This is an optimization exercise on Yosys and OpenROAD, whose aim is small area, a short achievable clock period and few clock cycles, not a production implementation.
Function was checked by simulation only, so behaviour that the tests miss may differ from the original.
Power is estimated from default activity; no workload was simulated.

## flow/design.v

```verilog
module prime_sieve_ctrl #(
  parameter int N      = 1024,
  parameter int ADDR_W = 10,
  parameter int CNT_W  = 10
) (
  input  logic              Clock,
  input  logic              Reset_n,
  input  logic              Start,
  input  logic              En,
  output logic              Busy,
  output logic              Done,
  output logic              PrimeValid,
  output logic [ADDR_W-1:0] Prime,
  output logic [CNT_W-1:0]  PrimeCount
);
  localparam logic [7:0] LAST = 8'd172;    
  function automatic logic [2:0] skip_at(input logic [7:0] i);
    case (i)
      8'd1: skip_at = 3'd7;
      8'd8: skip_at = 3'd1;
      8'd10: skip_at = 3'd1;
      8'd14: skip_at = 3'd1;
      8'd15: skip_at = 3'd1;
      8'd17: skip_at = 3'd1;
      8'd20: skip_at = 3'd1;
      8'd22: skip_at = 3'd1;
      8'd23: skip_at = 3'd2;
      8'd29: skip_at = 3'd4;
      8'd31: skip_at = 3'd1;
      8'd33: skip_at = 3'd2;
      8'd35: skip_at = 3'd1;
      8'd36: skip_at = 3'd1;
      8'd38: skip_at = 3'd1;
      8'd39: skip_at = 3'd1;
      8'd41: skip_at = 3'd2;
      8'd45: skip_at = 3'd3;
      8'd46: skip_at = 3'd3;
      8'd50: skip_at = 3'd1;
      8'd52: skip_at = 3'd2;
      8'd53: skip_at = 3'd1;
      8'd54: skip_at = 3'd1;
      8'd55: skip_at = 3'd1;
      8'd57: skip_at = 3'd1;
      8'd60: skip_at = 3'd2;
      8'd61: skip_at = 3'd4;
      8'd65: skip_at = 3'd4;
      8'd66: skip_at = 3'd1;
      8'd67: skip_at = 3'd2;
      8'd70: skip_at = 3'd1;
      8'd71: skip_at = 3'd2;
      8'd72: skip_at = 3'd1;
      8'd73: skip_at = 3'd1;
      8'd75: skip_at = 3'd1;
      8'd76: skip_at = 3'd2;
      8'd78: skip_at = 3'd2;
      8'd79: skip_at = 3'd2;
      8'd81: skip_at = 3'd2;
      8'd83: skip_at = 3'd1;
      8'd85: skip_at = 3'd1;
      8'd86: skip_at = 3'd2;
      8'd90: skip_at = 3'd3;
      8'd91: skip_at = 3'd2;
      8'd93: skip_at = 3'd2;
      8'd95: skip_at = 3'd1;
      8'd96: skip_at = 3'd3;
      8'd98: skip_at = 3'd5;
      8'd99: skip_at = 3'd1;
      8'd100: skip_at = 3'd2;
      8'd101: skip_at = 3'd1;
      8'd102: skip_at = 3'd1;
      8'd104: skip_at = 3'd1;
      8'd105: skip_at = 3'd2;
      8'd106: skip_at = 3'd1;
      8'd107: skip_at = 3'd1;
      8'd109: skip_at = 3'd1;
      8'd110: skip_at = 3'd1;
      8'd113: skip_at = 3'd3;
      8'd114: skip_at = 3'd2;
      8'd117: skip_at = 3'd1;
      8'd118: skip_at = 3'd1;
      8'd120: skip_at = 3'd3;
      8'd122: skip_at = 3'd1;
      8'd123: skip_at = 3'd2;
      8'd124: skip_at = 3'd2;
      8'd125: skip_at = 3'd2;
      8'd126: skip_at = 3'd2;
      8'd127: skip_at = 3'd2;
      8'd128: skip_at = 3'd1;
      8'd129: skip_at = 3'd1;
      8'd131: skip_at = 3'd2;
      8'd132: skip_at = 3'd1;
      8'd134: skip_at = 3'd2;
      8'd136: skip_at = 3'd4;
      8'd137: skip_at = 3'd2;
      8'd138: skip_at = 3'd3;
      8'd140: skip_at = 3'd2;
      8'd144: skip_at = 3'd2;
      8'd145: skip_at = 3'd4;
      8'd149: skip_at = 3'd4;
      8'd153: skip_at = 3'd6;
      8'd155: skip_at = 3'd2;
      8'd156: skip_at = 3'd2;
      8'd157: skip_at = 3'd2;
      8'd159: skip_at = 3'd1;
      8'd160: skip_at = 3'd1;
      8'd161: skip_at = 3'd4;
      8'd163: skip_at = 3'd1;
      8'd164: skip_at = 3'd1;
      8'd165: skip_at = 3'd2;
      8'd166: skip_at = 3'd1;
      8'd167: skip_at = 3'd3;
      8'd169: skip_at = 3'd1;
      default: skip_at = 3'd0;
    endcase
  endfunction
  function automatic logic [4:0] step_at(input logic pos, input logic [2:0] code);
    case ({pos, code})
      4'd0: step_at = {4'd1, 1'b1};
      4'd1: step_at = {4'd3, 1'b0};
      4'd2: step_at = {4'd4, 1'b1};
      4'd3: step_at = {4'd6, 1'b0};
      4'd4: step_at = {4'd7, 1'b1};
      4'd5: step_at = {4'd9, 1'b0};
      4'd6: step_at = {4'd10, 1'b1};
      4'd7: step_at = {4'd1, 1'b0};
      4'd8: step_at = {4'd2, 1'b0};
      4'd9: step_at = {4'd3, 1'b1};
      4'd10: step_at = {4'd5, 1'b0};
      4'd11: step_at = {4'd6, 1'b1};
      4'd12: step_at = {4'd8, 1'b0};
      4'd13: step_at = {4'd9, 1'b1};
      4'd14: step_at = {4'd11, 1'b0};
      4'd15: step_at = {4'd0, 1'b0};
      default: step_at = 5'd0;
    endcase
  endfunction
  logic [7:0] idx_q;       
  logic [8:0] half_q;      
  logic       busy_q, done_q;
  logic       pos_q;       
  logic [2:0] code_q;      
  logic [4:0] step_s;
  assign step_s = step_at(pos_q, code_q);
  logic [2:0] rom_s;
  logic rom_n12;
  logic rom_n13;
  logic rom_n14;
  logic rom_n15;
  logic rom_n16;
  logic rom_n17;
  logic rom_n18;
  logic rom_n19;
  logic rom_n20;
  logic rom_n21;
  logic rom_n22;
  logic rom_n23;
  logic rom_n24;
  logic rom_n25;
  logic rom_n26;
  logic rom_n27;
  logic rom_n28;
  logic rom_n29;
  logic rom_n30;
  logic rom_n31;
  logic rom_n32;
  logic rom_n33;
  logic rom_n34;
  logic rom_n35;
  logic rom_n36;
  logic rom_n37;
  logic rom_n38;
  logic rom_n39;
  logic rom_n40;
  logic rom_n41;
  logic rom_n42;
  logic rom_n43;
  logic rom_n44;
  logic rom_n45;
  logic rom_n46;
  logic rom_n47;
  logic rom_n48;
  logic rom_n49;
  logic rom_n50;
  logic rom_n51;
  logic rom_n52;
  logic rom_n53;
  logic rom_n54;
  logic rom_n55;
  logic rom_n56;
  logic rom_n57;
  logic rom_n58;
  logic rom_n59;
  logic rom_n60;
  logic rom_n61;
  logic rom_n62;
  logic rom_n63;
  logic rom_n64;
  logic rom_n65;
  logic rom_n66;
  logic rom_n67;
  logic rom_n68;
  logic rom_n69;
  logic rom_n70;
  logic rom_n71;
  logic rom_n72;
  logic rom_n73;
  logic rom_n74;
  logic rom_n75;
  logic rom_n76;
  logic rom_n77;
  logic rom_n78;
  logic rom_n79;
  logic rom_n80;
  logic rom_n81;
  logic rom_n82;
  logic rom_n83;
  logic rom_n84;
  logic rom_n85;
  logic rom_n87;
  logic rom_n88;
  logic rom_n89;
  logic rom_n90;
  logic rom_n91;
  logic rom_n92;
  logic rom_n93;
  logic rom_n94;
  logic rom_n95;
  logic rom_n96;
  logic rom_n97;
  logic rom_n98;
  logic rom_n99;
  logic rom_n100;
  logic rom_n101;
  logic rom_n102;
  logic rom_n103;
  logic rom_n104;
  logic rom_n105;
  logic rom_n106;
  logic rom_n107;
  logic rom_n108;
  logic rom_n109;
  logic rom_n110;
  logic rom_n112;
  logic rom_n113;
  logic rom_n114;
  logic rom_n115;
  logic rom_n116;
  logic rom_n117;
  logic rom_n118;
  logic rom_n119;
  logic rom_n120;
  logic rom_n121;
  logic rom_n122;
  logic rom_n123;
  logic rom_n124;
  logic rom_n125;
  logic rom_n126;
  logic rom_n127;
  logic rom_n128;
  logic rom_n129;
  logic rom_n130;
  logic rom_n131;
  logic rom_n132;
  logic rom_n133;
  logic rom_n134;
  logic rom_n135;
  assign rom_n12 = idx_q[4] & ~idx_q[2];
  assign rom_n13 = ~idx_q[1] & idx_q[0];
  assign rom_n14 = idx_q[1] & ~idx_q[0];
  assign rom_n15 = idx_q[5] & rom_n14;
  assign rom_n16 = ~rom_n13 & ~rom_n15;
  assign rom_n17 = rom_n12 & ~rom_n16;
  assign rom_n18 = ~idx_q[4] & ~idx_q[0];
  assign rom_n19 = idx_q[4] & idx_q[0];
  assign rom_n20 = ~rom_n18 & ~rom_n19;
  assign rom_n21 = ~idx_q[5] & rom_n20;
  assign rom_n22 = ~idx_q[4] & ~idx_q[1];
  assign rom_n23 = ~rom_n12 & ~rom_n22;
  assign rom_n24 = rom_n21 & rom_n23;
  assign rom_n25 = ~idx_q[1] & rom_n18;
  assign rom_n26 = ~idx_q[5] & idx_q[3];
  assign rom_n27 = ~idx_q[2] & ~idx_q[1];
  assign rom_n28 = idx_q[2] & idx_q[1];
  assign rom_n29 = ~rom_n27 & ~rom_n28;
  assign rom_n30 = rom_n26 & ~rom_n29;
  assign rom_n31 = ~rom_n25 & ~rom_n30;
  assign rom_n32 = ~rom_n24 & rom_n31;
  assign rom_n33 = ~rom_n17 & rom_n32;
  assign rom_n34 = idx_q[2] & idx_q[0];
  assign rom_n35 = ~idx_q[2] & ~idx_q[0];
  assign rom_n36 = ~idx_q[1] & ~rom_n35;
  assign rom_n37 = ~rom_n34 & rom_n36;
  assign rom_n38 = rom_n33 & rom_n37;
  assign rom_n39 = idx_q[3] & idx_q[2];
  assign rom_n40 = idx_q[4] & idx_q[3];
  assign rom_n41 = idx_q[4] & ~idx_q[1];
  assign rom_n42 = ~idx_q[4] & idx_q[1];
  assign rom_n43 = ~rom_n41 & ~rom_n42;
  assign rom_n44 = idx_q[5] & idx_q[2];
  assign rom_n45 = ~idx_q[5] & ~idx_q[2];
  assign rom_n46 = ~rom_n44 & ~rom_n45;
  assign rom_n47 = rom_n43 & rom_n46;
  assign rom_n48 = ~rom_n40 & ~rom_n47;
  assign rom_n49 = ~rom_n35 & ~rom_n48;
  assign rom_n50 = ~idx_q[3] & idx_q[0];
  assign rom_n51 = rom_n21 & rom_n50;
  assign rom_n52 = ~rom_n13 & ~rom_n14;
  assign rom_n53 = idx_q[2] & rom_n52;
  assign rom_n54 = ~idx_q[0] & rom_n42;
  assign rom_n55 = rom_n26 & rom_n54;
  assign rom_n56 = ~rom_n53 & ~rom_n55;
  assign rom_n57 = ~rom_n51 & rom_n56;
  assign rom_n58 = ~rom_n49 & rom_n57;
  assign rom_n59 = rom_n39 & rom_n58;
  assign rom_n60 = ~idx_q[5] & ~idx_q[1];
  assign rom_n61 = ~idx_q[5] & idx_q[2];
  assign rom_n62 = ~rom_n60 & ~rom_n61;
  assign rom_n63 = rom_n52 & ~rom_n62;
  assign rom_n64 = ~idx_q[6] & ~rom_n63;
  assign rom_n65 = ~rom_n59 & rom_n64;
  assign rom_n66 = ~rom_n38 & rom_n65;
  assign rom_n67 = idx_q[7] & rom_n39;
  assign rom_n68 = idx_q[7] & ~idx_q[5];
  assign rom_n69 = ~rom_n39 & ~rom_n68;
  assign rom_n70 = rom_n41 & ~rom_n69;
  assign rom_n71 = ~rom_n67 & rom_n70;
  assign rom_n72 = rom_n66 & rom_n71;
  assign rom_n73 = idx_q[7] & ~idx_q[6];
  assign rom_n74 = idx_q[5] & ~idx_q[3];
  assign rom_n75 = ~rom_n26 & ~rom_n74;
  assign rom_n76 = rom_n73 & ~rom_n75;
  assign rom_n77 = ~idx_q[3] & ~idx_q[0];
  assign rom_n78 = ~rom_n60 & ~rom_n77;
  assign rom_n79 = ~idx_q[7] & ~rom_n26;
  assign rom_n80 = ~rom_n78 & rom_n79;
  assign rom_n81 = ~rom_n16 & rom_n80;
  assign rom_n82 = ~rom_n76 & ~rom_n81;
  assign rom_n83 = ~idx_q[4] & ~idx_q[2];
  assign rom_n84 = ~rom_n82 & rom_n83;
  assign rom_n85 = ~rom_n66 & rom_n84;
  assign rom_s[2] = rom_n72 | rom_n85;
  assign rom_n87 = ~rom_n20 & rom_n29;
  assign rom_n88 = ~rom_n37 & ~rom_n87;
  assign rom_n89 = ~idx_q[3] & ~rom_n34;
  assign rom_n90 = ~rom_n43 & rom_n89;
  assign rom_n91 = rom_n88 & ~rom_n90;
  assign rom_n92 = ~idx_q[3] & ~rom_n88;
  assign rom_n93 = ~idx_q[5] & ~rom_n92;
  assign rom_n94 = ~rom_n91 & rom_n93;
  assign rom_n95 = ~idx_q[4] & rom_n74;
  assign rom_n96 = ~rom_n89 & rom_n95;
  assign rom_n97 = ~rom_n94 & ~rom_n96;
  assign rom_n98 = rom_n73 & ~rom_n97;
  assign rom_n99 = rom_n60 & rom_n77;
  assign rom_n100 = ~idx_q[7] & ~rom_n99;
  assign rom_n101 = ~rom_n66 & rom_n100;
  assign rom_n102 = idx_q[6] & ~rom_n40;
  assign rom_n103 = idx_q[3] & rom_n27;
  assign rom_n104 = rom_n102 & ~rom_n103;
  assign rom_n105 = ~rom_n33 & ~rom_n104;
  assign rom_n106 = idx_q[3] & ~rom_n61;
  assign rom_n107 = ~rom_n33 & ~rom_n106;
  assign rom_n108 = rom_n104 & ~rom_n107;
  assign rom_n109 = ~rom_n105 & ~rom_n108;
  assign rom_n110 = rom_n101 & rom_n109;
  assign rom_s[1] = rom_n98 | rom_n110;
  assign rom_n112 = ~rom_n32 & rom_n77;
  assign rom_n113 = ~rom_n27 & ~rom_n74;
  assign rom_n114 = ~rom_n30 & rom_n113;
  assign rom_n115 = ~rom_n23 & ~rom_n75;
  assign rom_n116 = idx_q[0] & ~rom_n115;
  assign rom_n117 = ~rom_n114 & rom_n116;
  assign rom_n118 = idx_q[1] & rom_n74;
  assign rom_n119 = ~rom_n87 & rom_n118;
  assign rom_n120 = ~rom_n55 & ~rom_n119;
  assign rom_n121 = ~rom_n117 & rom_n120;
  assign rom_n122 = ~rom_n112 & rom_n121;
  assign rom_n123 = ~idx_q[6] & idx_q[4];
  assign rom_n124 = ~rom_n44 & ~rom_n50;
  assign rom_n125 = rom_n79 & rom_n124;
  assign rom_n126 = ~rom_n67 & ~rom_n125;
  assign rom_n127 = ~rom_n123 & ~rom_n126;
  assign rom_n128 = idx_q[7] & idx_q[4];
  assign rom_n129 = ~rom_n102 & ~rom_n128;
  assign rom_n130 = rom_n126 & ~rom_n129;
  assign rom_n131 = ~rom_n127 & ~rom_n130;
  assign rom_n132 = ~rom_n122 & rom_n131;
  assign rom_n133 = rom_n12 & ~rom_n78;
  assign rom_n134 = rom_n58 & ~rom_n133;
  assign rom_n135 = rom_n101 & rom_n134;
  assign rom_s[0] = rom_n132 | rom_n135;
  always_ff @(posedge Clock or negedge Reset_n) begin
    if (!Reset_n) begin
      idx_q  <= '0;
      half_q <= '0;
      busy_q <= 1'b0;
      done_q <= 1'b0;
      pos_q  <= 1'b0;
      code_q <= '0;
    end else if (En) begin
      if (busy_q) begin
        if (idx_q == LAST) begin
          busy_q <= 1'b0;
          done_q <= 1'b1;
        end else begin
          idx_q  <= idx_q + 8'd1;
          half_q <= half_q + {5'd0, step_s[4:1]};
          pos_q  <= step_s[0];
          code_q <= rom_s;
        end
      end else if (Start) begin
        idx_q  <= 8'd1;
        half_q <= 9'd1;
        pos_q  <= 1'b1;
        code_q <= 3'd7;
        busy_q <= 1'b1;
        done_q <= 1'b0;
      end
    end
  end
  assign Busy       = busy_q;
  assign Done       = done_q;
  assign PrimeValid = busy_q & En;
  assign Prime      = {half_q, (idx_q[7:1] != 7'd0)};
  assign PrimeCount = {2'b00, idx_q};
endmodule
```

## flow/standard.sh

```bash
#!/bin/bash
# synth_recipe.tcl (not shown) runs the flow's synth.tcl, then flattens the netlist and writes it again
# the make line also repeats each setting of config.mk as NAME=value (left out here)
make -C /OpenROAD-flow-scripts/flow DESIGN_CONFIG=/design/flow/config.mk WORK_HOME=/design/flow/orfs CLKGATE_MAP_FILE= SYNTH_SCRIPT=/design/flow/synth_recipe.tcl "${@:-finish}"
```

## flow/flow/synth.tcl

```tcl
# Standard synthesis (synth_recipe.tcl) with ABC's default liberty mapping in
# place of ORFS's speed script.
proc synth {args} { yosys synth -nofsm -noshare {*}$args }

proc abc {args} {
  set keep {}
  set skip 0
  foreach a $args {
    if {$skip} { set skip 0; continue }
    if {$a eq "-script" || $a eq "-D"} { set skip 1; continue }
    lappend keep $a
  }
  if {[info exists ::env(MY_ABC_SCRIPT)] && $::env(MY_ABC_SCRIPT) ne ""} {
    set keep [concat [list -script $::env(MY_ABC_SCRIPT)] $keep]
  }
  if {[info exists ::env(MY_ABC_D)] && $::env(MY_ABC_D) ne ""} {
    lappend keep -D $::env(MY_ABC_D)
  }
  puts "my abc: $keep"
  yosys abc {*}$keep
}
source $::env(SCRIPTS_DIR)/synth.tcl
# left out here: clear keep_hierarchy, flatten, clean up, hide names made inside functions, write 1_2_yosys.v
```

## flow/flow/abc.script

```
strash
&get -n
&dch -f
&nf -R 1000
&put
```

## flow/config.mk

```make
export PLATFORM = sky130hd
export DESIGN_NAME = prime_sieve_ctrl
export DESIGN_NICKNAME = prime_sieve_ctrl
export VERILOG_FILES = /design/flow/design.v
export SDC_FILE = /design/flow/constraint.sdc
export NUM_CORES = 4
export LEC_CHECK = 0
export CAP_MARGIN = 20
export CORE_MARGIN = 2
export CORE_UTILIZATION = 40
export SETUP_SLACK_MARGIN = 3.6
export SLEW_MARGIN = 20
```

## flow/constraint.sdc

```tcl
create_clock -name core_clock -period 6.5 [get_ports {Clock}]
set_input_delay 1.3000 -clock core_clock [delete_from_list [all_inputs] [get_ports {Clock}]]
set_output_delay 1.3000 -clock core_clock [all_outputs]
set_load 0.01 [all_outputs]
```

## flow/flow/run.sh

```bash
#!/bin/bash
# Own layout flow: the standard ORFS flow (standard.sh) with
#  - synthesis: the standard script, but without Yosys's full-adder extraction
#    and with ABC's default liberty mapping in place of ORFS's speed script;
#    registers, their names and cell types are those of the standard synthesis;
#  - every port still buffered, with sky130_fd_sc_hd__buf_1 as the port buffer;
#  - CTS without dummy loads.
# Each tool's full output goes to a log file in the work folder.
set -euo pipefail
W=$(pwd)
export MY_ABC_D=${MY_ABC_D:-3000}
export MY_ABC_SCRIPT="$W/flow/abc.script"
bash standard.sh SYNTH_SCRIPT="$W/flow/synth.tcl" ADDER_MAP_FILE= synth > "$W/synth.log" 2>&1
bash standard.sh \
  "BUFFER_PORTS_ARGS=-buffer_cell sky130_fd_sc_hd__buf_1" \
  "CTS_ARGS=-sink_clustering_enable -repair_clock_nets -dont_use_dummy_load -sink_clustering_size 30 -sink_clustering_max_diameter 500" \
  finish > "$W/layout.log" 2>&1
```

==> results.yml, run 1 <==
clocking:
  cts_tree: "yes"
  cts_hold_buf: 0
  cts_root_buf: "clkbuf_8"
  clock_latency_ps: 260
  clock-sinks: 23
  numCtsBuffers: 3
  htreeDepth: 1
  cts.path.max_buffers: 2
  clk_pin_slew_ps: 60
global_route:
  grt_overflow: 0
  grt_pass1_vias: 1341
  antenna_found_initial: 0
  grt_pass1_wl_mm: 6.29
  gr-usage-all-layers: 0.188
  grt_max_degree: 24
sta:
  setup_viol: 0
  setup_tns_ps: 0
  worst_slack_ps: 3590
  fin_crit_sh: 0.448
  final_hold_viol_count: 0
  fmax_mhz: 344
  drv_slew: 0
  finalCriticalPeriod_ps: 2910
  tightest_slew_ps: 556
  clock_skew_ps: 16.0
  slew_headroom: 0.629
  rsz0062_at_grt: "yes"
drt:
  routed_wl_mm: 3.77
  vias_per_cell: 5.66
  ant_nets: 0
  route.detailed.drc: 0
  num_vias: 1535
  first_pass_iters: 4
  wire_per_inst_um: 13.9
  drt-initial-drc-count: 54
yosys:
  synth_most_common_cell: "dfrtp_1"
  synth_cells: 192
  syn_area_um2: 1510
  synth.top_cell.area_share: 0.380
  synth_ff_type: "dfrtp_1"
  synth_edf_count: 0
  yosysUniqueCellTypes: 37
  async_flop_share: 1.00
  yosysWarnings: 1
  synth_seq_cells: 23
  ys_top_cells_by_count: "23 x dfrtp_1, 22 x a21oi_1, 21 x nand2_1, 21 x nor2_1, 21 x o21ai_0"
  syn_avg_cell_area_um2: 7.88
  synth_area_leaders: "dfrtp_1 38%, a21oi_1 7.3%, o21ai_0 6.9%, nand2_1 5.2%, nor2_1 5.2%"
  seq_area_frac_synth: 0.380
  yosys.area.top_type: "dfrtp_1"
cells_and_area:
  fin_util: 0.491
  diodes: 0
  drive_above_1_share: 0.0987
  syn_to_final_growth_pct: 18.9
  final_net_count: 229
power:
  p_clk_frac: 0.105
  netSwitchingPower_w: 0.000373
  power_density_nw_per_um2: 435
  vdd_drop_max_uv: 162
  static-leakage-power_nw: 0.723
  pwr-share-seq: 0.348
  power_w: 0.000783
  power.internal_w: 0.000410
  swShare: 0.476
  combPwrFrac: 0.547
job:
  maxCapViolations: 0
floorplanning:
  die_y_um: 65.5
  rows: 22
  io-pin-count: 27
  die_x_um: 65.5
  die-area_um2: 4290
  start_util: 0.413
  coreArea_um2: 3660
critical_path:
  worst_r2r_path_depth: 8
  cp-end-kind: "output pin"
  arrival_ps: 1610
  cp_data_required_time_ps: 5200
  critPathMaxStageDelay_ps: 110
  path_class: "in2out"
  crit_chain: "buf_8, nand2_4, inv_4, buf_6"
  r2r-end: "code_q[0]"
  cp-start-kind: "input port"
  r2r-start: "idx_q[0]"
  critPathMaxFanout: 3
  rrSetupSlack_ps: 3900
  critPathSlowestCell: "buf_6"
  startpoint: "En"
  worstSetupEndpoint: "PrimeValid"
worst_hold_path:
  hold_path_class: "reg2reg"
placement:
  place_ws_ps: 3400
  routabilityCongestion: 0.829
  dpl.hpwl_mm: 2.70
  port_buffers: 24
status:
  outcome: "no timing/DRC/antenna violations"
## state kept, by name, indices dropped and copies added, names as in the netlist
signal	flops
busy_q	1
code_q	3
done_q	1
half_q	9
idx_q	8
pos_q	1
## what timing repair did
item,4_1_cts,5_1_grt
endpoints found under the setup margin,3,9
pin swaps,1,0
resized for setup,6,16
buffers inserted,2,2
## final cells by class
type / instances / area, um^2
clock buffers: 3 / 41.3
fillers: 370 / 1860
inverters: 6 / 25.0
multi-input cells: 162 / 946
flip-flops and latches: 23 / 581
well taps: 48 / 60.1
repair buffers: 29 / 146
## kinds of logic (layout without fill, tap and decap cells)
kind of cell / count (synthesis) / in the layout / share of synthesized area
AOI/OAI and AO/OA: 68 / 68 / 0.269
xor gates and xnor gates: 10 / 10 / 0.0579
buffers and inverters: 8 / 38 / 0.0248
DFF: 23 / 23 / 0.380
other: 1 / 2 / 0.00248
and+or+nand+nor: 82 / 82 / 0.266
## stage by stage
stage,cells,hold slack (ps),area [um^2]
floorplan,193,499,1520
global placement,264,454,1660
detailed placement,264,458,1660
CTS,269,466,1730
global route,271,479,1800
finish,271,464,1800
## layer usage
metal | track usage | up-vias | wire length (um)
met5 | 0 | - | 0
met4 | 0.0573 | 0 | 25
met3 | 0.0411 | 4 | 164
met2 | 0.283 | 30 | 1750
met1 | 0.271 | 727 | 1840
li1 | - | 774 | -
## worst max-delay path: cells and delay by family
family,cells,cell delay (ps)
buf+inv,3,250
simple gates,1,60
## cells in the final DEF (no fill, tap or decap), types with 5 or more instances in the layout
| cell type | count |
|---|---|
| a21oi_1 | 22 |
| buf_1 | 22 |
| o21ai_0 | 21 |
| nand2_1 | 20 |
| nor2_1 | 19 |
| dfrtp_1 | 19 |
| and3_1 | 7 |
| and2_0 | 7 |
| nor3_1 | 6 |
| clkinv_1 | 5 |
| xnor2_1 | 5 |
| a31oi_1 | 5 |
| buf_4 | 5 |
## worst min path at each step
stage | start | endpoint | slack, ps | cells after the start
5_1_grt | half_q[8] | half_q[8] | 480 | 1
4_1_cts | half_q[8] | half_q[8] | 470 | 1
3_3_place_gp | half_q[8] | half_q[8] | 450 | 1
6_report | half_q[8] | half_q[8] | 460 | 1
2_1_floorplan | half_q[8] | half_q[8] | 500 | 1
3_5_place_dp | half_q[8] | half_q[8] | 460 | 1
## power groups by stage
stage,Sequential [W],Combinational (W),Clock [W]
final,0.000273,0.000428,0.0000821
after global placement,0.000271,0.000404,0
after detailed placement,0.000268,0.000402,0
after global routing,0.000283,0.000488,0.0000939
after floorplan,0.000264,0.000301,0
after CTS,0.000266,0.000410,0.0000870
Testbench counts, summed over its fixed seeds: cycles 2,080.
==> run 2, diff against run 1 <==
--- a/flow/flow/run.sh
+++ b/flow/flow/run.sh
@@ -13,5 +13,5 @@
 bash standard.sh SYNTH_SCRIPT="$W/flow/synth.tcl" ADDER_MAP_FILE= synth > "$W/synth.log" 2>&1
 bash standard.sh \
   "BUFFER_PORTS_ARGS=-buffer_cell sky130_fd_sc_hd__buf_1" \
-  "CTS_ARGS=-sink_clustering_enable -repair_clock_nets -dont_use_dummy_load -sink_clustering_size 30 -sink_clustering_max_diameter 500" \
+  "CTS_ARGS=-repair_clock_nets -dont_use_dummy_load -buf_list sky130_fd_sc_hd__clkbuf_16 -root_buf sky130_fd_sc_hd__clkbuf_16" \
   finish > "$W/layout.log" 2>&1
==> run 2 against run 1 <==
  * Worst setup slack worse by 0.64 ps
  * Largest power group unchanged
  * Critical path type unchanged
  * Sequential power about the same
  * Synthesized area unchanged
  * Combinational power about the same
  * Power up 6.0%
==> results.yml, run 2 <==
cells_and_area:
  fin_cells: 271
  largest_reg_flops: 9
  multi_input_comb_area_um2: 946
  drive_above_1_share: 0.0987
  nFillCells: 367
  final_net_count: 229
  top_register: "half_q"
  reg_top3: "half_q (9), idx_q (8), code_q (3)"
  most-common-layout-cells: "22 x a21oi_1, 22 x buf_1, 21 x o21ai_0"
  syn_to_final_growth_pct: 21.2
  diodes: 0
  regArea_um2: 581
sta:
  tightest_slew_ps: 550
  finalCriticalPeriod_ps: 2910
  setup_tns_ps: 0
  rsz0062_at_grt: "yes"
  slew_headroom: 0.633
  drv_slew: 0
  setup_viol: 0
  clock_skew_ps: 9.88
  final_hold_viol_count: 0
  fin_crit_sh: 0.448
  fmax_mhz: 344
placement:
  port_buffers: 24
  placed_cells: 264
  routabilityCongestion: 0.829
  dpl.hpwl_mm: 2.70
global_route:
  grt_pass1_vias: 1349
  grt_max_degree: 24
  grt_overflow: 0
  antenna_found_initial: 0
  grt_pass1_wl_mm: 6.34
  gr-usage-all-layers: 0.190
drt:
  wire_per_inst_um: 14.2
  vias_per_cell: 5.72
  route.detailed.drc: 0
  routed_wl_mm: 3.85
  first_pass_iters: 4
  drt-initial-drc-count: 52
  ant_nets: 0
  num_vias: 1551
critical_path:
  cp_data_required_time_ps: 5200
  critPathMaxFanout: 3
  arrival_ps: 1610
  cp-end-kind: "output pin"
  path_class: "in2out"
  cp-start-kind: "input port"
clocking:
  clock_latency_ps: 260
  cts_root_buf: "clkbuf_16"
  htreeDepth: 1
  cts.path.max_buffers: 2
  clock-sinks: 23
  numCtsBuffers: 3
  clk_pin_slew_ps: 50
  cts_hold_buf: 0
  cts_tree: "yes"
yosys:
  synth_area_leaders: "dfrtp_1 38%, a21oi_1 7.3%, o21ai_0 6.9%, nand2_1 5.2%, nor2_1 5.2%"
  synth.top_cell.area_share: 0.380
  synth_simple_gate_area_frac: 0.266
  synth_seq_cells: 23
  synth_top_family_by_area: "compound AO/OA/AOI/OAI gates"
  seq_area_frac_synth: 0.380
  async_flop_share: 1.00
  syn_avg_cell_area_um2: 7.88
  yosysUniqueCellTypes: 37
  syn_area_um2: 1510
  synth_ff_type: "dfrtp_1"
  synth_edf_count: 0
  ys_top_cells_by_count: "23 x dfrtp_1, 22 x a21oi_1, 21 x nand2_1, 21 x nor2_1, 21 x o21ai_0"
  synth-xor-area-share: 0.0579
  synth_mux_area_frac: 0
  synth_cells: 192
  synth_compound_area_frac: 0.269
  synth_most_common_cell: "dfrtp_1"
  synthAdderAreaFrac: 0
  yosysWarnings: 1
  yosys.area.top_type: "dfrtp_1"
floorplanning:
  coreArea_um2: 3660
  io-pin-count: 27
  die_y_um: 65.5
  start_util: 0.413
  die_x_um: 65.5
  die-area_um2: 4290
  rows: 22
status:
  outcome: "no timing/DRC/antenna violations"
power:
  static-leakage-power_nw: 0.738
  vdd_drop_max_uv: 194
  power_density_nw_per_um2: 453
worst_hold_path:
  hold_path_class: "reg2reg"
job:
  maxCapViolations: 0
## run 2: cell counts after synthesis
No cell type changed its count.
## run 2: cells by family after synthesis
group,count (synthesis)
buf+inv,8
simple gates,82
other cells,1
xor+xnor,10
flops,23
compound gates,68
## run 2: metrics by stage
step	power, W	setup WS [ps]	hold WS [ps]	util	instance area, um^2
floorplan	0.000565	3690	499	-	1520
global placement	0.000675	3440	454	0.454	1660
detailed placement	0.000671	3400	458	0.454	1660
CTS	0.000807	3530	464	0.482	1770
global route	0.000908	3580	477	0.501	1830
finish	0.000830	3590	465	0.501	1830
## run 2: timing repair
item / in CTS / in global routing
buffers inserted: 2 / 2
gates resized for setup: 6 / 16
pin swaps: 1 / 0
setup endpoints to repair: 3 / 9
## run 2: critical path: stages
cell     delay [ps]
buf_8           100
nand2_4          60
inv_4            30
buf_6           110
## run 2: cell type report
type,instances,share of cell area
Timing Repair Buffer,29,0.0799
Clock buffer,3,0.0410
Sequential cell,23,0.317
Tap cell,48,0.0328
Multi-Input combinational cell,162,0.516
Inverter,6,0.0137
## run 2: power by group
group	total, W	internal (W)	leakage (nW)	switching, W
clock	0.000128	0.0000812	0.0370	0.0000467
combinational	0.000429	0.000183	0.411	0.000246
sequential	0.000273	0.000186	0.291	0.0000872
total	0.000830	0.000450	0.738	0.000380
## run 2: worst paths after layout
check | startpoint | end | slack (ps) | depth (start not counted)
min in group asynchronous | Reset_n | code_q[0] | 1010 | 2
worst min-delay path | half_q[8] | half_q[8] | 470 | 1
worst min register to register | half_q[8] | half_q[8] | 470 | 1
worst max-delay path | En | PrimeValid | 3590 | 4
max in group asynchronous | Reset_n | idx_q[2] | 5220 | 2
worst max register to register | idx_q[3] | idx_q[7] | 3900 | 9
## run 2: routing by layer
metal / up-vias / part of all wire / global-route usage / routed length (um)
met5: - / 0 / 0 / 0
li1: 774 / - / - / -
met4: 0 / 0.0070 / 0.0469 / 27
met2: 43 / 0.48 / 0.298 / 1830
met1: 730 / 0.47 / 0.264 / 1790
met3: 4 / 0.052 / 0.0462 / 200
==> run 3, diff against run 2 <==
--- a/flow/flow/run.sh
+++ b/flow/flow/run.sh
@@ -13,5 +13,5 @@
 bash standard.sh SYNTH_SCRIPT="$W/flow/synth.tcl" ADDER_MAP_FILE= synth > "$W/synth.log" 2>&1
 bash standard.sh \
   "BUFFER_PORTS_ARGS=-buffer_cell sky130_fd_sc_hd__buf_1" \
-  "CTS_ARGS=-repair_clock_nets -dont_use_dummy_load -buf_list sky130_fd_sc_hd__clkbuf_16 -root_buf sky130_fd_sc_hd__clkbuf_16" \
+  "CTS_ARGS=-sink_clustering_enable -repair_clock_nets -dont_use_dummy_load" \
   finish > "$W/layout.log" 2>&1
--- a/flow/config.mk
+++ b/flow/config.mk
@@ -5,8 +5,8 @@
 export SDC_FILE = /design/flow/constraint.sdc
 export NUM_CORES = 4
 export LEC_CHECK = 0
-export CAP_MARGIN = 20
+export CAP_MARGIN = 0
 export CORE_MARGIN = 2
 export CORE_UTILIZATION = 40
-export SETUP_SLACK_MARGIN = 3.6
-export SLEW_MARGIN = 20
+export SETUP_SLACK_MARGIN = 3.5
+export SLEW_MARGIN = 0
==> run 3 against run 2 <==
  * Largest cell class unchanged
  * Via count fell by 2.1%
  * Critical path type unchanged
  * Power fell by 7.1%
  * Sequential power barely moved
  * Highest routed layer unchanged
  * Largest power group unchanged
  * Still clean
  * Synthesized area did not move
==> results.yml, run 3 <==
worst_hold_path:
  hold_path_end: "half_q[8]"
  hold_path_class: "reg2reg"
  min_path_cells: 1
  hp-start: "half_q[8]"
clocking:
  clock_latency_ps: 260
  numCtsBuffers: 3
  cts_root_buf: "clkbuf_8"
  clk_pin_slew_ps: 70
  cts_setup_buffers: 0
  cts.path.max_buffers: 2
  cts_tree: "yes"
  htreeDepth: 1
  clock-sinks: 23
critical_path:
  r2r-end: "code_q[0]"
  r2r-start: "idx_q[0]"
  crit_chain: "buf_4, nand2_4, inv_4, buf_2"
  rrSetupSlack_ps: 3760
  cp_data_required_time_ps: 5200
  critPathMaxStageDelay_ps: 130
  cp-end-kind: "output pin"
  arrival_ps: 1670
  cpLargestDelayFamily: "buffers and inverters"
  cp-start-kind: "input port"
  cp.buffers_inverters: 3
  path_class: "in2out"
  worst_r2r_path_depth: 7
  critPathSlowestCell: "buf_4"
  critPathMaxFanout: 4
sta:
  rsz0062_at_grt: "yes"
  drv_slew: 0
  clock_skew_ps: 14.2
  setup_viol: 0
  slew_headroom: 0.637
  fin_hold_ws_ps: 463
  final_hold_viol_count: 0
  tightest_slew_ps: 544
  finalCriticalPeriod_ps: 2970
  fmax_mhz: 337
  fin_crit_sh: 0.457
  setup_tns_ps: 0
yosys:
  synth_edf_count: 0
  async_flop_share: 1.00
  synth_area_leaders: "dfrtp_1 38%, a21oi_1 7.3%, o21ai_0 6.9%, nand2_1 5.2%, nor2_1 5.2%"
  synthAdderAreaFrac: 0
  seq_area_frac_synth: 0.380
  synth_top_family_by_area: "compound AO/OA/AOI/OAI gates"
  synth_ff_type: "dfrtp_1"
  syn_area_um2: 1510
  synth_cells: 192
  synth_seq_cells: 23
  syn_avg_cell_area_um2: 7.88
  yosysWarnings: 1
  synth_most_common_cell: "dfrtp_1"
  synth.top_cell.area_share: 0.380
  yosys.area.top_type: "dfrtp_1"
  synth_compound_area_frac: 0.269
  ys_top_cells_by_count: "23 x dfrtp_1, 22 x a21oi_1, 21 x nand2_1, 21 x nor2_1, 21 x o21ai_0"
  synth-xor-area-share: 0.0579
  yosysUniqueCellTypes: 37
  synth_mux_area_frac: 0
  synth_simple_gate_area_frac: 0.266
floorplanning:
  start_util: 0.413
  die_x_um: 65.5
  io-pin-count: 27
  coreArea_um2: 3660
  die-area_um2: 4290
  die_y_um: 65.5
  rows: 22
global_route:
  gr-usage-all-layers: 0.188
  grt_max_degree: 24
  grt_overflow: 0
  grt_pass1_vias: 1405
  antenna_found_initial: 0
  grt_pass1_wl_mm: 6.42
cells_and_area:
  diodes: 0
  drive_above_1_share: 0.0594
  largest_reg_flops: 9
  top_register: "half_q"
  final_net_count: 225
  most-common-layout-cells: "22 x a21oi_1, 22 x buf_1, 21 x o21ai_0, 21 x dfrtp_1"
  syn_to_final_growth_pct: 15.1
  reg_top3: "half_q (9), idx_q (8), code_q (3)"
drt:
  vias_per_cell: 5.69
  wire_per_inst_um: 13.4
  routed_wl_mm: 3.58
  num_vias: 1519
  drt-initial-drc-count: 62
  ant_nets: 0
  route.detailed.drc: 0
  first_pass_iters: 4
placement:
  routabilityCongestion: 0.846
  dpl.hpwl_mm: 2.63
  port_buffers: 24
power:
  power_density_nw_per_um2: 443
  static-leakage-power_nw: 0.700
  vdd_drop_max_uv: 124
status:
  outcome: "no timing/DRC/antenna violations"
job:
  maxCapViolations: 0
[run 3: cell counts after synthesis]
No cell type changed its count.
[run 3: final cells by class]
cell class              count  area, um^2
fillers                   368        1920
multi-input cells         162         933
flip-flops and latches     23         578
repair buffers             25         103
well taps                  48        60.1
clock buffers               3        41.3
inverters                   6        25.0
[run 3: per-layer routing]
| metal | vias up | part of all wire | track usage |
|---|---|---|---|
| li1 | 763 | - | - |
| met1 | 703 | 0.47 | 0.274 |
| met2 | 51 | 0.47 | 0.295 |
| met3 | 2 | 0.051 | 0.0274 |
| met4 | 0 | 0.0020 | 0.0417 |
| met5 | - | 0 | 0 |
[run 3: kinds of logic after synthesis]
kind of cell | count (synthesis)
simple gates | 82
compound gates | 68
flops | 23
xor+xnor | 10
buf+inv | 8
other cells | 1
[run 3: worst register-to-register path, cell delays in order (launching register included)]
cell and delay [ps]:
dfrtp_1 580, xnor2_1 380, nor4_1 120, a2111oi_1 550, a21boi_0 280, a311oi_1 410, a311oi_1 170, o21ai_0 180
[run 3: how the worst max path moves through the flow]
stage,startpoint,to,slack [ps],depth (start not counted)
2_1_floorplan,Start,idx_q[7],3590,7
3_3_place_gp,En,idx_q[7],3230,8
3_5_place_dp,En,idx_q[7],3190,8
4_1_cts,En,PrimeValid,3470,4
5_1_grt,idx_q[0],code_q[0],3470,7
6_report,En,PrimeValid,3530,4
[run 3: what timing repair did]
item | CTS | global route
pin swaps | 0 | 1
endpoints found under the setup margin | 2 | 8
hold buffers | 0 | 0
gates resized for setup | 4 | 12
[run 3: report_power, final]
part	switching [W]	total (W)	leakage (nW)	internal, W
combinational	0.000243	0.000418	0.385	0.000175
sequential	0.0000859	0.000271	0.294	0.000185
clock	0.0000417	0.0000830	0.0216	0.0000413
total	0.000370	0.000772	0.700	0.000402
[run 3: metrics by stage]
step / setup slack [ps] / util / cell area, um^2 / total power [W] / instances
after floorplan: 3590 / - / 1520 / 0.000565 / 193
after global placement: 3230 / 0.453 / 1660 / 0.000676 / 264
after detailed placement: 3190 / 0.453 / 1660 / 0.000671 / 264
after CTS: 3470 / 0.467 / 1710 / 0.000757 / 267
after global routing: 3470 / 0.475 / 1740 / 0.000855 / 267
final: 3530 / 0.475 / 1740 / 0.000772 / 267
==> run 4, diff against run 3 <==
--- a/flow/config.mk
+++ b/flow/config.mk
@@ -5,8 +5,9 @@
 export SDC_FILE = /design/flow/constraint.sdc
 export NUM_CORES = 4
 export LEC_CHECK = 0
-export CAP_MARGIN = 0
+export CAP_MARGIN = 20
 export CORE_MARGIN = 2
 export CORE_UTILIZATION = 40
+export GPL_TIMING_DRIVEN = 0
 export SETUP_SLACK_MARGIN = 3.5
-export SLEW_MARGIN = 0
+export SLEW_MARGIN = 20
==> run 4 against run 3 <==
  * Power down 0.17%
  * Cell count increased by 0.75%
  * Non-clock buffer count rose by 2
  * First-iteration DRC count fell by 27%
  * Fmax barely moved
  * Worst setup slack better by 1.9 ps
  * Critical path depth unchanged
  * Combinational power is essentially flat
  * Synthesized cell count unchanged
  * Die area unchanged
  * Largest power group unchanged
==> results.yml, run 4 <==
status:
  outcome: "no timing/DRC/antenna violations"
global_route:
  grt_pass1_wl_mm: 6.62
  grt_overflow: 0
  grt_pass1_vias: 1433
  gr-usage-all-layers: 0.196
  antenna_found_initial: 0
  grt_max_degree: 24
sta:
  clock_skew_ps: 2.63
  tightest_slew_ps: 548
  drv_slew: 0
  finalCriticalPeriod_ps: 2970
  worst_slack_ps: 3530
  setup_tns_ps: 0
  fin_crit_sh: 0.457
  fmax_mhz: 337
  final_hold_viol_count: 0
  setup_viol: 0
  slew_headroom: 0.635
  rsz0062_at_grt: "no"
drt:
  wire_per_inst_um: 14.1
  first_pass_iters: 4
  drt-initial-drc-count: 45
  vias_per_cell: 5.68
  ant_nets: 0
  num_vias: 1528
  routed_wl_mm: 3.79
  route.detailed.drc: 0
yosys:
  synth_mux_area_frac: 0
  synth_edf_count: 0
  synth-xor-area-share: 0.0579
  synth_seq_cells: 23
  seq_area_frac_synth: 0.380
  synth_area_leaders: "dfrtp_1 38%, a21oi_1 7.3%, o21ai_0 6.9%, nand2_1 5.2%, nor2_1 5.2%"
  syn_avg_cell_area_um2: 7.88
  ys_top_cells_by_count: "23 x dfrtp_1, 22 x a21oi_1, 21 x nand2_1, 21 x nor2_1, 21 x o21ai_0"
  yosysWarnings: 1
  synthAdderAreaFrac: 0
  synth.top_cell.area_share: 0.380
  yosys.area.top_type: "dfrtp_1"
  synth_ff_type: "dfrtp_1"
  synth_top_family_by_area: "compound AO/OA/AOI/OAI gates"
  synth_cells: 192
  synth_simple_gate_area_frac: 0.266
  syn_area_um2: 1510
  async_flop_share: 1.00
  synth_compound_area_frac: 0.269
  synth_most_common_cell: "dfrtp_1"
  yosysUniqueCellTypes: 37
floorplanning:
  coreArea_um2: 3660
  io-pin-count: 27
  rows: 22
  die-area_um2: 4290
  die_y_um: 65.5
  die_x_um: 65.5
  start_util: 0.413
placement:
  dpl.hpwl_mm: 2.74
  port_buffers: 24
  routabilityCongestion: 0.874
  place_ws_ps: 3080
clocking:
  numCtsBuffers: 3
  cts_tree: "yes"
  cts_hold_buf: 0
  cts_root_buf: "clkbuf_8"
  clock_latency_ps: 260
  htreeDepth: 1
  clock-sinks: 23
  cts.path.max_buffers: 2
  clk_pin_slew_ps: 80
worst_hold_path:
  hold_path_class: "reg2reg"
cells_and_area:
  diodes: 0
  reg_top3: "half_q (9), idx_q (8), code_q (3)"
  nFillCells: 381
  top_register: "half_q"
  largest_reg_flops: 9
  syn_to_final_growth_pct: 15.8
  most-common-layout-cells: "22 x a21oi_1, 21 x o21ai_0, 21 x buf_1"
  final_net_count: 227
  drive_above_1_share: 0.0769
  layout.cells.most_common: "a21oi_1"
critical_path:
  critPathMaxFanout: 4
  arrival_ps: 1670
  cp-end-kind: "output pin"
  path_class: "in2out"
  cp_data_required_time_ps: 5200
  cp-start-kind: "input port"
  rrSetupSlack_ps: 3790
power:
  power.internal_w: 0.000400
  power_w: 0.000770
  power_density_nw_per_um2: 440
  swShare: 0.481
  netSwitchingPower_w: 0.000371
  p_clk_frac: 0.110
  static-leakage-power_nw: 0.702
  pwr-share-seq: 0.350
  combPwrFrac: 0.540
  vdd_drop_max_uv: 165
job:
  maxCapViolations: 0
==> run 4: cell counts after synthesis <==
No cell type changed its count.
==> run 4: cells by family (layout without fill, tap and decap cells) <==
logic type	count (synthesis)	count (layout)
AND/OR/NAND/NOR	82	82
other	1	2
AO/OA/AOI/OAI	68	68
XOR/XNOR	10	10
flip-flops	23	23
buffers and inverters	8	36
==> run 4: critical path: stages <==
cell,delay (ps)
buf_2,120
nand2_2,90
inv_4,50
buf_6,110
==> run 4: stage by stage <==
step	hold WS, ps	util	cells	area (um^2)
CTS	465	0.473	269	1730
floorplan	499	-	193	1520
global route	489	0.478	269	1750
finish	462	0.478	269	1750
global placement	452	0.455	265	1670
detailed placement	454	0.456	265	1670
==> run 4: final cells by class <==
cell class                 instances  area (um^2)  area share
multi-input combinational        162          923       0.527
sequential                        23          579       0.331
timing repair buffer              25          108      0.0614
tap                               48         60.1      0.0343
clock buffer                       3         41.3      0.0236
inverter                           6         25.0      0.0143
buffer                             2         15.0     0.00857
==> run 4: worst paths after layout <==
check / start / depth (start not counted) / to
hold reg to reg: half_q[8] / 1 / half_q[8]
hold / removal: half_q[8] / 1 / half_q[8]
setup reg to reg: idx_q[2] / 9 / code_q[0]
min in group asynchronous: Reset_n / 1 / half_q[2]
max in group asynchronous: Reset_n / 1 / idx_q[4]
setup / recovery: En / 4 / PrimeValid
==> run 4: layer usage <==
| metal | part of all wire | GRT usage |
|---|---|---|
| met5 | 0 | 0 |
| met2 | 0.48 | 0.318 |
| met3 | 0.049 | 0.0360 |
| met1 | 0.47 | 0.278 |
| met4 | 0 | 0.0339 |
==> run 4: what timing repair did <==
| item | in CTS | in global routing |
|---|---|---|
| pin swaps | 1 | 0 |
| setup buffers | 1 | 0 |
| gates resized for setup | 7 | 8 |
| endpoints found under the setup margin | 6 | 8 |
==> run 4: power by group through the flow <==
stage	clock network, W	logic (W)	registers (W)
CTS	0.0000878	0.000410	0.000268
global route	0.0000926	0.000481	0.000279
floorplan	0	0.000301	0.000264
finish	0.0000844	0.000416	0.000270
global placement	0	0.000400	0.000269
detailed placement	0	0.000404	0.000270
==> run 5, diff against run 4 <==
--- a/flow/config.mk
+++ b/flow/config.mk
@@ -8,6 +8,5 @@
 export CAP_MARGIN = 20
 export CORE_MARGIN = 2
 export CORE_UTILIZATION = 40
-export GPL_TIMING_DRIVEN = 0
 export SETUP_SLACK_MARGIN = 3.5
 export SLEW_MARGIN = 20
==> run 5 against run 4 <==
  * Register-to-register slack worse by 30 ps
  * Design area down 0.64%
  * Clock skew up 12 ps
  * Count of clock-buffer cells in the layout unchanged
  * Combinational power about the same
  * Sequential cell count unchanged
  * Largest cell class unchanged
  * Largest power group unchanged
==> results.yml, run 5 <==
status:
  outcome: "no timing/DRC/antenna violations"
drt:
  wire_per_inst_um: 13.4
  num_vias: 1519
  routed_wl_mm: 3.58
  ant_nets: 0
  first_pass_iters: 4
  vias_per_cell: 5.69
  route.detailed.drc: 0
  drt-initial-drc-count: 62
global_route:
  grt_pass1_vias: 1405
  gr-usage-all-layers: 0.188
  grt_overflow: 0
  grt_max_degree: 24
  grt_pass1_wl_mm: 6.42
  antenna_found_initial: 0
sta:
  rsz0062_at_grt: "yes"
  fin_crit_sh: 0.457
  final_hold_viol_count: 0
  fmax_mhz: 337
  tightest_slew_ps: 544
  finalCriticalPeriod_ps: 2970
  slew_headroom: 0.637
  fin_hold_ws_ps: 463
  clock_skew_ps: 14.2
  setup_viol: 0
  drv_slew: 0
  setup_tns_ps: 0
cells_and_area:
  nFillCells: 368
  diodes: 0
  most-common-layout-cells: "22 x a21oi_1, 22 x buf_1, 21 x o21ai_0, 21 x dfrtp_1"
  final_net_count: 225
  top_register: "half_q"
  largest_reg_flops: 9
  syn_to_final_growth_pct: 15.1
  fin_cells: 267
  regArea_um2: 578
  drive_above_1_share: 0.0594
  fin_util: 0.475
  reg_top3: "half_q (9), idx_q (8), code_q (3)"
  multi_input_comb_area_um2: 933
floorplanning:
  coreArea_um2: 3660
  die_x_um: 65.5
  start_util: 0.413
  io-pin-count: 27
  die-area_um2: 4290
  die_y_um: 65.5
  rows: 22
critical_path:
  path_class: "in2out"
  critPathMaxStageDelay_ps: 130
  critPathMaxFanout: 4
  cp_data_required_time_ps: 5200
  critPathSlowestCell: "buf_4"
  arrival_ps: 1670
  worstSetupEndpoint: "PrimeValid"
  r2r-start: "idx_q[0]"
  startpoint: "En"
  rrSetupSlack_ps: 3760
  cp-start-kind: "input port"
  cp-end-kind: "output pin"
  r2r-end: "code_q[0]"
  worst_r2r_path_depth: 7
  crit_chain: "buf_4, nand2_4, inv_4, buf_2"
clocking:
  cts_tree: "yes"
  clock-sinks: 23
  clk_pin_slew_ps: 70
  htreeDepth: 1
  cts_root_buf: "clkbuf_8"
  numCtsBuffers: 3
  cts.path.max_buffers: 2
  clock_latency_ps: 260
  cts_setup_buffers: 0
yosys:
  synth_cells: 192
  synth.top_cell.area_share: 0.380
  yosysUniqueCellTypes: 37
  yosys.area.top_type: "dfrtp_1"
  async_flop_share: 1.00
  yosysWarnings: 1
  seq_area_frac_synth: 0.380
  synth_edf_count: 0
  synth_seq_cells: 23
  syn_area_um2: 1510
  synth_most_common_cell: "dfrtp_1"
  synth_area_leaders: "dfrtp_1 38%, a21oi_1 7.3%, o21ai_0 6.9%, nand2_1 5.2%, nor2_1 5.2%"
  synth_ff_type: "dfrtp_1"
  syn_avg_cell_area_um2: 7.88
  ys_top_cells_by_count: "23 x dfrtp_1, 22 x a21oi_1, 21 x nand2_1, 21 x nor2_1, 21 x o21ai_0"
power:
  static-leakage-power_nw: 0.700
  vdd_drop_max_uv: 124
  power_density_nw_per_um2: 443
  power_w: 0.000772
placement:
  routabilityCongestion: 0.846
  port_buffers: 24
  placed_cells: 264
  dpl.hpwl_mm: 2.63
worst_hold_path:
  hold_path_class: "reg2reg"
job:
  maxCapViolations: 0
[run 5: cell counts after synthesis]
Identical to the previous run, type by type.
[run 5: kinds of logic after synthesis]
| logic type | share of synthesized area |
|---|---|
| buf+inv | 0.0248 |
| simple gates | 0.266 |
| flops | 0.380 |
| other cells | 0.00248 |
| compound gates | 0.269 |
| xor+xnor | 0.0579 |
[run 5: metal layers]
| layer | GRT usage | part of all wire | up-vias |
|---|---|---|---|
| met5 | 0 | 0 | - |
| met4 | 0.0417 | 0.0020 | 0 |
| met3 | 0.0274 | 0.051 | 2 |
| met2 | 0.295 | 0.47 | 51 |
| met1 | 0.274 | 0.47 | 703 |
| li1 | - | - | 763 |
[run 5: what timing repair did]
action                                  CTS  global route
endpoints found under the setup margin    2             8
gates resized for setup                   4            12
hold endpoints to repair                  0             0
hold buffers                              0             0
pin swaps                                 0             1
[run 5: worst max-delay path: cells and delay by family]
family	cells	cell delay (ps)
buffers and inverters	3	300
and+or+nand+nor	1	70
[run 5: layout make-up]
class / instances / area share
clock buffer: 3 / 0.0237
inverter: 6 / 0.0144
multi-input combinational: 162 / 0.536
sequential: 23 / 0.332
tap: 48 / 0.0345
timing repair buffer: 25 / 0.0590
[run 5: report_power, final]
part           leakage, nW  internal, W  switching, W
Sequential           0.294     0.000185     0.0000859
Combinational        0.385     0.000175      0.000243
Clock               0.0216    0.0000413     0.0000417
[run 5: how the worst min path moves through the flow]
stage / startpoint / end / slack (ps) / depth (start not counted)
floorplan: half_q[8] / half_q[8] / 500 / 1
CTS: half_q[8] / half_q[8] / 470 / 1
global placement: half_q[8] / half_q[8] / 460 / 1
finish: half_q[8] / half_q[8] / 460 / 1
detailed placement: half_q[8] / half_q[8] / 460 / 1
global route: half_q[8] / half_q[8] / 500 / 1
[run 5: metrics by stage]
stage          worst slack [ps]  cell area, um^2
6_report                   3530             1740
5_1_grt                    3470             1740
4_1_cts                    3470             1710
3_5_place_dp               3190             1660
3_3_place_gp               3230             1660
2_1_floorplan              3590             1520
==> run 6, diff against run 5 <==
--- a/flow/flow/run.sh
+++ b/flow/flow/run.sh
@@ -1,8 +1,10 @@
 #!/bin/bash
 # Own layout flow: the standard ORFS flow (standard.sh) with
-#  - synthesis: the standard script, but without Yosys's full-adder extraction
-#    and with ABC's default liberty mapping in place of ORFS's speed script;
-#    registers, their names and cell types are those of the standard synthesis;
+#  - synthesis: the standard script (flow/synth.tcl wraps synth_recipe.tcl's
+#    steps), but without Yosys's full-adder extraction and with the ABC script
+#    in flow/abc.script (choices + area-recovering mapping) in place of ORFS's
+#    speed script; registers, their names and cell types are those of the
+#    standard synthesis;
 #  - every port still buffered, with sky130_fd_sc_hd__buf_1 as the port buffer;
 #  - CTS without dummy loads.
 # Each tool's full output goes to a log file in the work folder.
--- a/flow/flow/synth.tcl
+++ b/flow/flow/synth.tcl
@@ -1,5 +1,7 @@
-# Standard synthesis (synth_recipe.tcl) with ABC's default liberty mapping in
-# place of ORFS's speed script.
+# Standard synthesis (synth_recipe.tcl), but every ABC call runs the script in
+# $MY_ABC_SCRIPT (flow/abc.script) with delay target $MY_ABC_D ps in place of
+# ORFS's speed script. run.sh also turns off full-adder extraction
+# (ADDER_MAP_FILE empty).
 proc synth {args} { yosys synth -nofsm -noshare {*}$args }
 
 proc abc {args} {
==> run 6 against run 5 <==
  * Die area did not move
  * Clock power barely moved
  * Routed wire length is the same
  * Cell count stayed put
  * Combinational power about the same
  * Synthesized cell count unchanged
  * Clock skew unchanged
  * Highest routed layer unchanged
==> results.yml, run 6 <==
floorplanning:
  die_x_um: 65.5
  die-area_um2: 4290
  start_util: 0.413
  io-pin-count: 27
  die_y_um: 65.5
  coreArea_um2: 3660
  rows: 22
global_route:
  grt_max_degree: 24
  grt_pass1_wl_mm: 6.42
  grt_overflow: 0
  antenna_found_initial: 0
  grt_pass1_vias: 1405
  gr-usage-all-layers: 0.188
drt:
  first_pass_iters: 4
  drt-initial-drc-count: 62
  num_vias: 1519
  ant_nets: 0
  routed_wl_mm: 3.58
  route.detailed.drc: 0
  wire_per_inst_um: 13.4
  vias_per_cell: 5.69
yosys:
  seq_area_frac_synth: 0.380
  async_flop_share: 1.00
  syn_area_um2: 1510
  yosys.area.top_type: "dfrtp_1"
  synth_edf_count: 0
  synth_ff_type: "dfrtp_1"
  synth.top_cell.area_share: 0.380
  yosysWarnings: 1
  yosysUniqueCellTypes: 37
  ys_top_cells_by_count: "23 x dfrtp_1, 22 x a21oi_1, 21 x nand2_1, 21 x nor2_1, 21 x o21ai_0"
  synth_seq_cells: 23
  synth_cells: 192
  synth_most_common_cell: "dfrtp_1"
  synth_area_leaders: "dfrtp_1 38%, a21oi_1 7.3%, o21ai_0 6.9%, nand2_1 5.2%, nor2_1 5.2%"
  syn_avg_cell_area_um2: 7.88
cells_and_area:
  most-common-layout-cells: "22 x a21oi_1, 22 x buf_1, 21 x o21ai_0, 21 x dfrtp_1"
  fin_cells: 267
  nFillCells: 368
  final_net_count: 225
  top_register: "half_q"
  reg_top3: "half_q (9), idx_q (8), code_q (3)"
  largest_reg_flops: 9
  final_cell_area_um2: 1740
  diodes: 0
  fin_util: 0.475
  regArea_um2: 578
  drive_above_1_share: 0.0594
  multi_input_comb_area_um2: 933
  syn_to_final_growth_pct: 15.1
clocking:
  clock-sinks: 23
  htreeDepth: 1
  clock_latency_ps: 260
  clk_pin_slew_ps: 70
  cts_hold_buf: 0
  numCtsBuffers: 3
  cts_root_buf: "clkbuf_8"
  cts_tree: "yes"
  cts.path.max_buffers: 2
sta:
  fmax_mhz: 337
  setup_tns_ps: 0
  setup_viol: 0
  finalCriticalPeriod_ps: 2970
  drv_slew: 0
  fin_crit_sh: 0.457
  fin_hold_ws_ps: 463
  slew_headroom: 0.637
  final_hold_viol_count: 0
  tightest_slew_ps: 544
  rsz0062_at_grt: "yes"
  clock_skew_ps: 14.2
power:
  static-leakage-power_nw: 0.700
  vdd_drop_max_uv: 124
  power_density_nw_per_um2: 443
critical_path:
  rrSetupSlack_ps: 3760
  worst_r2r_path_depth: 7
  cp-end-kind: "output pin"
  arrival_ps: 1670
  r2r-end: "code_q[0]"
  r2r-start: "idx_q[0]"
  cp_data_required_time_ps: 5200
  startpoint: "En"
  cp-start-kind: "input port"
  worstSetupEndpoint: "PrimeValid"
  critPathMaxFanout: 4
  path_class: "in2out"
placement:
  placed_area_um2: 1660
  placed_cells: 264
  routabilityCongestion: 0.846
  dpl.hpwl_mm: 2.63
  port_buffers: 24
worst_hold_path:
  hold_path_class: "reg2reg"
  min_path_cells: 1
status:
  outcome: "no timing/DRC/antenna violations"
job:
  maxCapViolations: 0
## run 6: cell counts in the layout (fill, tap and decap cells not counted)
Identical to the previous run, type by type.
## run 6: per-stage QoR
stage | power [W] | setup slack [ps]
3_5_place_dp | 0.000671 | 3190
3_3_place_gp | 0.000676 | 3230
4_1_cts | 0.000757 | 3470
2_1_floorplan | 0.000565 | 3590
6_report | 0.000772 | 3530
5_1_grt | 0.000855 | 3470
## run 6: worst min path at each step
stage                         start        end  slack (ps)
final                     half_q[8]  half_q[8]         460
after CTS                 half_q[8]  half_q[8]         470
after global routing      half_q[8]  half_q[8]         500
after detailed placement  half_q[8]  half_q[8]         460
after floorplan           half_q[8]  half_q[8]         500
after global placement    half_q[8]  half_q[8]         460
## run 6: what timing repair did
| item | 4_1_cts | 5_1_grt |
|---|---|---|
| gates resized for setup | 4 | 12 |
| buffers inserted | 0 | 0 |
| pin swaps | 0 | 1 |
| setup endpoints to repair | 2 | 8 |
## run 6: cells by family (layout without fill, tap and decap cells)
family	count (synthesis)	count (layout)	share of synthesized area
flip-flops	23	23	0.380
other	1	2	0.00248
AND/OR/NAND/NOR	82	82	0.266
buffers and inverters	8	34	0.0248
XOR/XNOR	10	10	0.0579
AO/OA/AOI/OAI	68	68	0.269
## run 6: per-layer routing
layer	share of wire	wire length [um]	global-route usage	vias to the layer above
met1	0.47	1700	0.274	703
met3	0.051	183	0.0274	2
met4	0.0020	7	0.0417	0
met2	0.47	1690	0.295	51
met5	0	0	0	-
li1	-	-	-	763
## run 6: critical path: stages
cell	delay (ps)
buf_4	130
nand2_4	70
inv_4	40
buf_2	130
## run 6: power breakdown
group	switching [W]	internal (W)	leakage [nW]
clock	0.0000417	0.0000413	0.0216
sequential	0.0000859	0.000185	0.294
combinational	0.000243	0.000175	0.385
## run 6: cell type report
| cell class | count | area share |
|---|---|---|
| Sequential cell | 23 | 0.332 |
| Multi-Input combinational cell | 162 | 0.536 |
| Clock buffer | 3 | 0.0237 |
| Inverter | 6 | 0.0144 |
| Timing Repair Buffer | 25 | 0.0590 |
| Tap cell | 48 | 0.0345 |

## separate check: timing with driven ports
In the flow no input, the clock included, has a driving cell. The finished layouts below were timed again as built, in two steps. Step 1 assumes that a clkbuf_16 drives the clock port and a buf_2 every other input. Step 2 adds t to the input delays and takes it off the output delays; t is the mean of the earliest and latest rising clock arrival at the registers after step 1. Input paths then give back, and output paths get back, about the clock's delay inside the block. a / b / c = ideal ports / drivers / drivers and shift; a / b = the first two.
run	t (ns)	setup slack, ns	slew at the worst register clock pin (ns)	cell pins on the clock port's net
run 1	0.281	3.590 / 3.552 / 3.504	0.08 / 0.08	1
run 2	0.279	3.589 / 3.552 / 3.473	0.06 / 0.06	1
run 3	0.280	3.529 / 3.502 / 3.502	0.08 / 0.08	1
run 4	0.281	3.531 / 3.512 / 3.475	0.08 / 0.08	1
run 5	0.280	3.529 / 3.502 / 3.502	0.08 / 0.08	1
run 6	0.280	3.529 / 3.502 / 3.502	0.08 / 0.08	1
After both steps every run listed still meets setup and hold. For run 2, which loses most, drivers alone change the setup slack by -0.037 ns; drivers and shift together by -0.116 ns.
